This is an optimization exercise on Yosys and OpenROAD, whose aim is small area and a short achievable clock period, not a production implementation. At most, simulation tests tie the RTL to the original design; equivalence was not proved. No activity file was given, so power comes from the tool's default toggle rates.

==> build 75 <==
==> flow/design.v <==
`timescale 1ns/1ns
module BuzzerSubsystem (
    input  logic                        clk,
    input  logic                        RSTn,
    input  logic                        hostCyc,
    input  logic                        hostStb,
    input  logic                        hostWe,
    input  logic [10-1:0]  hostAdr,
    input  logic [32-1:0]      hostDatW,
    output logic [32-1:0]      hostDatR,
    output logic                        hostAck,
    output logic                        pwm
);
    localparam int AW = 6;
    localparam int DW = 32;
    localparam int SW = 8;
    localparam int ND = 64;
    localparam logic [1:0] DMA_IDLE   = 2'd0;
    localparam logic [1:0] DMA_FETCH  = 2'd1;
    localparam logic [1:0] DMA_UNPACK = 2'd2;
    logic                regAck;
    logic                goReg;
    logic [AW-1:0]       startReg;
    logic [AW-1:0]       lenReg;
    logic                hostAckQ;
    logic [DW-1:0]       hostDatQ;
    logic                locked;
    logic                ownerDma;
    logic                lastDma;
    logic                ack;
    logic [ND-1:0][DW-1:0] words;
    logic [1:0]          state;
    logic [AW-1:0]       curAdr;
    logic [AW-1:0]       wordsLeft;
    logic [DW-1:0]       word;
    logic [1:0]          byteIdx;
    logic [SW-1:0]       bufData;
    logic                bufValid;
    logic [SW-1:0]       duty;
    logic [SW-1:0]       cnt;
    logic                running;
    logic                pwmQ;
    assign hostAck  = hostAckQ;
    assign hostDatR = hostDatQ;
    assign pwm      = pwmQ;
    logic       regSel;
    logic [1:0] regOff;
    logic       regAccess;
    logic       hbCyc, hbStb;
    assign regSel    = hostAdr[9];
    assign regOff    = hostAdr[1:0];
    assign regAccess = hostCyc && hostStb && regSel && !regAck;
    assign hbCyc     = hostCyc && !regSel;
    assign hbStb     = hostStb && !regSel;
    logic dmaCyc;
    logic holding;
    logic selDma;
    logic ramCyc, ramStb;
    logic access;
    logic hostWr;
    logic dmaAck;
    assign dmaCyc  = (state == DMA_FETCH);
    assign holding = locked && (ownerDma ? dmaCyc : hbCyc);
    always_comb begin
        if (holding) begin
            selDma = ownerDma;
        end else if (hbCyc && dmaCyc) begin
            selDma = !lastDma;
        end else begin
            selDma = dmaCyc;
        end
    end
    assign ramCyc = selDma ? dmaCyc : hbCyc;
    assign ramStb = selDma ? dmaCyc : hbStb;
    assign access = ramCyc && ramStb && !ack;
    assign hostWr = access && !selDma && hostWe;
    assign dmaAck = ack && ownerDma;
    always_ff @(posedge clk or negedge RSTn) begin
        if (!RSTn) begin
            locked   <= 1'b0;
            ownerDma <= 1'b0;
            lastDma  <= 1'b0;
            ack      <= 1'b0;
            regAck   <= 1'b0;
            hostAckQ <= 1'b0;
        end else begin
            locked   <= ramCyc;
            ownerDma <= selDma;
            if (ack) begin
                lastDma <= selDma;
            end
            ack      <= access;
            regAck   <= regAccess;
            hostAckQ <= regAccess || (access && !selDma);
        end
    end
    logic [AW-1:0] radr;
    logic [ND-1:0] rsel;
    logic [DW-1:0] ramRead;
    assign radr = dmaAck ? curAdr : hostAdr[AW-1:0];
    always_comb begin
        for (int r = 0; r < ND; r++) begin
            rsel[r] = (radr == AW'(r));
        end
    end
    always_comb begin
        ramRead = '0;
        for (int r = 0; r < ND; r++) begin
            ramRead = ramRead | ({DW{rsel[r]}} & words[r]);
        end
    end
    always_ff @(posedge clk) begin
        for (int r = 0; r < ND; r++) begin
            if (hostWr && rsel[r]) begin
                words[r] <= hostDatW;
            end
        end
    end
    logic [DW-1:0] regVal;
    always_comb begin
        regVal = '0;
        case (regOff)
            2'd0: regVal[AW-1:0] = startReg;
            2'd1:   regVal[AW-1:0] = lenReg;
            2'd2:  regVal[0]      = (state != DMA_IDLE);
            default:        regVal         = '0;
        endcase
    end
    always_ff @(posedge clk or negedge RSTn) begin
        if (!RSTn) begin
            goReg    <= 1'b0;
            startReg <= '0;
            lenReg   <= '0;
        end else begin
            goReg <= regAccess && hostWe && (regOff == 2'd2) && hostDatW[0];
            if (regAccess && hostWe && regOff == 2'd0) begin
                startReg <= hostDatW[AW-1:0];
            end
            if (regAccess && hostWe && regOff == 2'd1) begin
                lenReg <= hostDatW[AW-1:0];
            end
        end
    end
    always_ff @(posedge clk) begin
        hostDatQ <= regSel ? regVal : ramRead;
    end
    logic sampleValid, sampleReady, take;
    logic [SW-1:0] sample;
    assign sampleValid = (state == DMA_UNPACK);
    assign sample      = word[SW-1:0];
    assign take        = sampleValid && sampleReady;
    always_ff @(posedge clk or negedge RSTn) begin
        if (!RSTn) begin
            state     <= DMA_IDLE;
            curAdr    <= '0;
            wordsLeft <= '0;
            byteIdx   <= '0;
        end else begin
            case (state)
                DMA_IDLE: begin
                    if (goReg && lenReg != '0) begin
                        curAdr    <= startReg;
                        wordsLeft <= lenReg;
                        state     <= DMA_FETCH;
                    end
                end
                DMA_FETCH: begin
                    if (dmaAck) begin
                        curAdr    <= curAdr + 1'b1;
                        wordsLeft <= wordsLeft - 1'b1;
                        byteIdx   <= '0;
                        state     <= DMA_UNPACK;
                    end
                end
                DMA_UNPACK: begin
                    if (take) begin
                        byteIdx <= byteIdx + 1'b1;
                        if (byteIdx == 2'd3) begin
                            state <= (wordsLeft == '0) ? DMA_IDLE : DMA_FETCH;
                        end
                    end
                end
                default: state <= DMA_IDLE;
            endcase
        end
    end
    always_ff @(posedge clk) begin
        if (state == DMA_FETCH && dmaAck) begin
            word <= ramRead;
        end else if (take) begin
            word <= word >> SW;
        end
    end
    logic periodEnd, newPeriod;
    logic [SW-1:0] dutyNext;
    assign sampleReady = !bufValid;
    assign periodEnd   = running && (cnt == SW'(256 - 1));
    assign newPeriod   = (!running || periodEnd) && (bufValid || take);
    assign dutyNext    = bufValid ? bufData : sample;
    always_ff @(posedge clk or negedge RSTn) begin
        if (!RSTn) begin
            running  <= 1'b0;
            cnt      <= '0;
            bufValid <= 1'b0;
            pwmQ     <= 1'b0;
        end else if (newPeriod) begin
            running  <= 1'b1;
            cnt      <= '0;
            bufValid <= 1'b0;
            pwmQ     <= (dutyNext != '0);
        end else if (periodEnd || !running) begin
            running <= 1'b0;
            pwmQ    <= 1'b0;
        end else begin
            cnt  <= cnt + 1'b1;
            pwmQ <= ((cnt + 1'b1) < duty);
            if (take) begin
                bufValid <= 1'b1;
            end
        end
    end
    always_ff @(posedge clk) begin
        if (newPeriod) begin
            duty <= dutyNext;
        end
        if (take && !newPeriod) begin
            bufData <= sample;
        end
    end
endmodule
==> flow/run.sh <==
#!/bin/bash
# synth_recipe.tcl (not shown) runs the flow's synth.tcl, then flattens the netlist and writes it again
# the make line also repeats each setting of config.mk as NAME=value (left out here)
make -C /OpenROAD-flow-scripts/flow DESIGN_CONFIG=/design/flow/config.mk WORK_HOME=/design/flow/orfs CLKGATE_MAP_FILE= SYNTH_SCRIPT=/design/flow/synth_recipe.tcl finish
==> flow/config.mk <==
export PLATFORM = sky130hd
export DESIGN_NAME = BuzzerSubsystem
export DESIGN_NICKNAME = BuzzerSubsystem
export VERILOG_FILES = /design/flow/design.v
export SDC_FILE = /design/flow/constraint.sdc
export NUM_CORES = 4
export LEC_CHECK = 0
export CAP_MARGIN = 20
export CORE_MARGIN = 2
export CORE_UTILIZATION = 40
export SLEW_MARGIN = 20
export SYNTH_MEMORY_MAX_BITS = 16384
==> flow/constraint.sdc <==
create_clock -name core_clock -period 10.0 [get_ports {clk}]
set_input_delay 2.0000 -clock core_clock [delete_from_list [all_inputs] [get_ports {clk}]]
set_output_delay 2.0000 -clock core_clock [all_outputs]
set_load 0.01 [all_outputs]
==> build 21 (differences from build 75) <==
Settings changed: ABC_CLOCK_PERIOD_IN_PS set to 3000, CORE_UTILIZATION 40 to 60, GPL_TIMING_DRIVEN set to 1, SETUP_SLACK_MARGIN set to 5.
==> run notes <==
Build 21 finished clean. Build 75 ran to the end with no violations. Between build 75 and build 21, the lower wire length is in build 21 (gap 0.34%, measured against build 21). Of build 21 and build 75, build 21 has the higher worst setup slack (gap 1.3 ns). Synthesized cell count is the same in build 21 and build 75. Final area: build 21 is smaller than build 75 (about 0.33%). In build 21 the power is smaller than in build 75, by about 2.8%. Between build 75 and build 21, the lower global-route usage is in build 75 (gap 16 points). Sequential power is about the same in build 21 and build 75. Against build 21, the via count of build 75 is lower by about 0.6%. Of build 75 and build 21, build 21 has the higher register-to-register slack (gap 0.61 ns).
==> figures <==
Non-Filler Cell Area, Final: build 21 93200 sq um; build 75 93500 sq um
Total clock buffers created by CTS: build 21 208; build 75 212
Maximum resistive drop on vdd: build 21 0.000186 V; build 75 0.000177 V
Detailed-routing iteration count for the pre-antenna-repair pass: build 21 8; build 75 9
Area of the multi-input gates: build 21 16100 sq um; build 75 15300 sq um
Hold Path Sink: build 21 bufData[5]; build 75 bufData[6]
Worst path bufs/invs: build 21 4; build 75 1
Detailed-routed wire length on met2: build 21 135000 um; build 75 137000 um
Post-route insts no fill: build 21 6874; build 75 7732
Met3 Wirelength: build 21 60100 um; build 75 57500 um
Global-route track usage on met1: build 21 61.9%; build 75 40.2%
CP Data Arrival Time: build 21 5.89 ns; build 75 7.10 ns
Share of post-route cells with drive strength above 1: build 21 17.6%; build 75 16.5%
Tightest Pin Transition: build 21 1.22 ns; build 75 1.27 ns
Clock Power Share: build 21 37.3%; build 75 40.0%
Static leakage: build 21 29.8 nW; build 75 29.1 nW
Run status: build 21 complete, no violations; build 75 complete, no violations
Sw frac: build 21 25.5%; build 75 25.3%
Post-layout worst setup margin: build 21 4.80 ns; build 75 3.47 ns
Worst setup endpoint: build 21 word[28]; build 75 word[5]


==> inputs of try-maple <==
RTL: the design.v shown in full above, as it stands there.
export LEC_CHECK = 0
export CAP_MARGIN = 20
export CORE_MARGIN = 2
export CORE_UTILIZATION = 65
export CTS_BUF_LIST = sky130_fd_sc_hd__clkbuf_4 sky130_fd_sc_hd__clkbuf_8
export GPL_TIMING_DRIVEN = 1
export SLEW_MARGIN = 20
export SYNTH_MEMORY_MAX_BITS = 16384
create_clock -name core_clock -period 10.0 [get_ports {clk}]
standard.sh (not shown) runs the stock make flow with config.mk's settings and CLKGATE_MAP_FILE= SYNTH_SCRIPT=/design/flow/synth_recipe.tcl, a recipe that flattens the netlist after the stock synthesis.
==> flow/flow/run.sh <==
#!/bin/bash
set -uo pipefail
bash standard.sh synth > synth.log 2>&1 || { tail -20 synth.log; exit 1; }
bash standard.sh SETUP_SLACK_MARGIN=6.8 finish > layout.log 2>&1 || { tail -20 layout.log; exit 1; }
test -f out/final.def
==> try-raven: changes against try-maple <==
--- a/flow/design.v
+++ b/flow/design.v
@@ -23,12 +23,15 @@
     logic [AW-1:0]       startReg;
     logic [AW-1:0]       lenReg;
     logic                hostAckQ;
-    logic [DW-1:0]       hostDatQ;
     logic                locked;
     logic                ownerDma;
     logic                lastDma;
     logic                ack;
+    logic                dmaRd;
     logic [ND-1:0][DW-1:0] words;
+    logic                wEn;
+    logic [AW-1:0]       wAdr;
+    logic [DW-1:0]       wDat;
     logic [1:0]          state;
     logic [AW-1:0]       curAdr;
     logic [AW-1:0]       wordsLeft;
@@ -41,7 +44,6 @@
     logic                running;
     logic                pwmQ;
     assign hostAck  = hostAckQ;
-    assign hostDatR = hostDatQ;
     assign pwm      = pwmQ;
     logic       regSel;
     logic [1:0] regOff;
@@ -81,6 +83,7 @@
             ownerDma <= 1'b0;
             lastDma  <= 1'b0;
             ack      <= 1'b0;
+            dmaRd    <= 1'b0;
             regAck   <= 1'b0;
             hostAckQ <= 1'b0;
         end else begin
@@ -90,40 +93,43 @@
                 lastDma <= selDma;
             end
             ack      <= access;
+            dmaRd    <= access && selDma;
             regAck   <= regAccess;
             hostAckQ <= regAccess || (access && !selDma);
         end
     end
     logic [AW-1:0] radr;
     logic [ND-1:0] rsel;
-    logic [DW-1:0] ramRead;
-    assign radr = dmaAck ? curAdr : hostAdr[AW-1:0];
+    logic [DW-1:0] rdLo, rdHi;
+    assign radr = dmaRd ? curAdr : hostAdr[AW-1:0];
     always_comb begin
         for (int r = 0; r < ND; r++) begin
             rsel[r] = (radr == AW'(r));
         end
-    end
-    always_comb begin
-        ramRead = '0;
+        rdLo = '0;
+        rdHi = '0;
+        for (int i = 0; i < ND/2; i++) begin
+            rdLo = rdLo | ({DW{rsel[i]}} & words[i]);
+            rdHi = rdHi | ({DW{rsel[ND/2+i]}} & words[ND/2+i]);
+        end
+    end
+    always_ff @(posedge clk) begin
+        wEn  <= hostWr;
+        wAdr <= hostAdr[AW-1:0];
+        wDat <= hostDatW;
         for (int r = 0; r < ND; r++) begin
-            ramRead = ramRead | ({DW{rsel[r]}} & words[r]);
-        end
-    end
-    always_ff @(posedge clk) begin
-        for (int r = 0; r < ND; r++) begin
-            if (hostWr && rsel[r]) begin
-                words[r] <= hostDatW;
-            end
-        end
-    end
-    logic [DW-1:0] regVal;
-    always_comb begin
-        regVal = '0;
+            if (wEn && wAdr == AW'(r)) begin
+                words[r] <= wDat;
+            end
+        end
+    end
+    logic [AW-1:0] regVal;
+    always_comb begin
         case (regOff)
-            2'd0: regVal[AW-1:0] = startReg;
-            2'd1:   regVal[AW-1:0] = lenReg;
-            2'd2:  regVal[0]      = (state != DMA_IDLE);
-            default:        regVal         = '0;
+            2'd0: regVal = startReg;
+            2'd1:   regVal = lenReg;
+            2'd2:  regVal = AW'(state != DMA_IDLE);
+            default:        regVal = '0;
         endcase
     end
     always_ff @(posedge clk or negedge RSTn) begin
@@ -141,14 +147,40 @@
             end
         end
     end
-    always_ff @(posedge clk) begin
-        hostDatQ <= regSel ? regVal : ramRead;
+    logic [DW-1:0] ramLo, ramHi;
+    logic [AW-1:0] regDatQ;
+    logic          hostRamQ;
+    logic          ramHiQ;
+    always_ff @(posedge clk) begin
+        ramLo   <= rdLo;
+        ramHi   <= rdHi;
+        regDatQ <= regSel ? regVal : '0;
+        hostRamQ <= !regSel;
+        ramHiQ   <= radr[AW-1];
+    end
+    always_comb begin
+        hostDatR = (ramLo | ramHi) & {DW{hostRamQ}};
+        hostDatR[AW-1:0] = hostDatR[AW-1:0] | regDatQ;
     end
     logic sampleValid, sampleReady, take;
     logic [SW-1:0] sample;
+    logic          firstQ;
+    logic [DW-1:0] fetched;
+    assign fetched     = ramHiQ ? ramHi : ramLo;
     assign sampleValid = (state == DMA_UNPACK);
-    assign sample      = word[SW-1:0];
     assign take        = sampleValid && sampleReady;
+    always_comb begin
+        if (firstQ) begin
+            sample = fetched[SW-1:0];
+        end else begin
+            case (byteIdx)
+                2'd0: sample = word[SW-1:0];
+                2'd1: sample = word[2*SW-1:SW];
+                2'd2: sample = word[3*SW-1:2*SW];
+                default: sample = word[4*SW-1:3*SW];
+            endcase
+        end
+    end
     always_ff @(posedge clk or negedge RSTn) begin
         if (!RSTn) begin
             state     <= DMA_IDLE;
@@ -165,7 +197,7 @@
                     end
                 end
                 DMA_FETCH: begin
-                    if (dmaAck) begin
+                    if (dmaRd) begin
                         curAdr    <= curAdr + 1'b1;
                         wordsLeft <= wordsLeft - 1'b1;
                         byteIdx   <= '0;
@@ -185,10 +217,9 @@
         end
     end
     always_ff @(posedge clk) begin
-        if (state == DMA_FETCH && dmaAck) begin
-            word <= ramRead;
-        end else if (take) begin
-            word <= word >> SW;
+        firstQ <= dmaRd;
+        if (firstQ) begin
+            word <= fetched;
         end
     end
     logic periodEnd, newPeriod;
==> flow/flow/run.sh (replaced) <==
#!/bin/bash
set -uo pipefail
bash standard.sh synth > synth.log 2>&1 || { tail -20 synth.log; exit 1; }
bash standard.sh SETUP_SLACK_MARGIN=6.45 IO_CONSTRAINTS=$PWD/flow/io.tcl finish > layout.log 2>&1 || { tail -20 layout.log; exit 1; }
test -f out/final.def
==> flow/flow/io.tcl (new file) <==
# Keep the host read-data outputs (and the other host-side ports) together
# on one edge, so the output gates and the nets that feed all of them stay
# short.
set outs {hostAck pwm}
for {set i 0} {$i < 32} {incr i} { lappend outs "hostDatR\[$i\]" }
set_io_pin_constraint -pin_names $outs -region right:130-250
set ins {hostCyc hostStb hostWe}
for {set i 0} {$i < 10} {incr i} { lappend ins "hostAdr\[$i\]" }
set_io_pin_constraint -pin_names $ins -region right:*
CORE_UTILIZATION = 55   (was 65)
CTS_BUF_LIST = not set   (was sky130_fd_sc_hd__clkbuf_4 sky130_fd_sc_hd__clkbuf_8)
CTS_CLUSTER_DIAMETER = 90   (was not set)
CTS_CLUSTER_SIZE = 24   (was not set)
==> flow_summary.yaml <==
global_route:
  grtUsageMet1_pct: 56.66
  grt.met2_usage_pct: 56.06
  use_met3_pct: 11.95
logic_synthesis:
  ys_ff_latch: 2255
  synth_cells: 4380
  synth-simple-area-share_pct: 3.680
  ys_top_cells_by_count: "edfxtp_1, a22oi_1, nand3_1"
  synth_area_um2: 81330
cts:
  ctsRootBufferMaster: "clkbuf_16"
die:
  die_x_um: 388.5
outcome:
  run_status: "complete, no violations"
-- figures above: try-raven

==> flow_summary.yaml <==
outcome:
  run_status: "aborted with a tool error"
  stop_stage: "global routing"
  error: "[ERROR GRT-0232] Routing congestion too high. Check the congestion heatmap in the GUI."
global_route:
  grt.met2_usage_pct: 85.05
  grtUsageMet1_pct: 77.65
cts:
  ctsRootBufferMaster: "clkbuf_8"
logic_synthesis:
  synth-simple-area-share_pct: 4.307
  ys_ff_latch: 2174
die:
  die_x_um: 355.7
-- figures above: try-maple

For try-raven, only the layout was checked, not whether the RTL still works.

## what the ideal ports hide
How much do the figures lean on ideal ports? The routed layouts below were timed once more, with nothing changed but the port constraints.
Step 1, drivers: a clkbuf_16 drives clk and a buf_2 each remaining input, both assumed.
Step 2 adds t to the input delays and takes it off the output delays; t is the mean of the earliest and latest rising clock arrival at the registers after step 1. Input paths then give back, and output paths get back, about the clock's delay inside the block.
a / b / c = ideal / step 1 / step 2; a / b = the first two.
run	shift t [ns]	setup WS [ns]	worst slew at a driven data input, ns	pins driven straight from the clock port
build 75	0.953	3.470 / 3.527 / 2.574	0.19	1
build 21	0.924	4.796 / 4.835 / 3.911	0.12	1
try-raven	0.843	6.133 / 6.043 / 5.385	0.12	1
After both steps setup and hold are still met in every run listed. For build 75, which loses most, drivers alone change the setup slack by +0.057 ns; drivers and shift together by -0.896 ns.
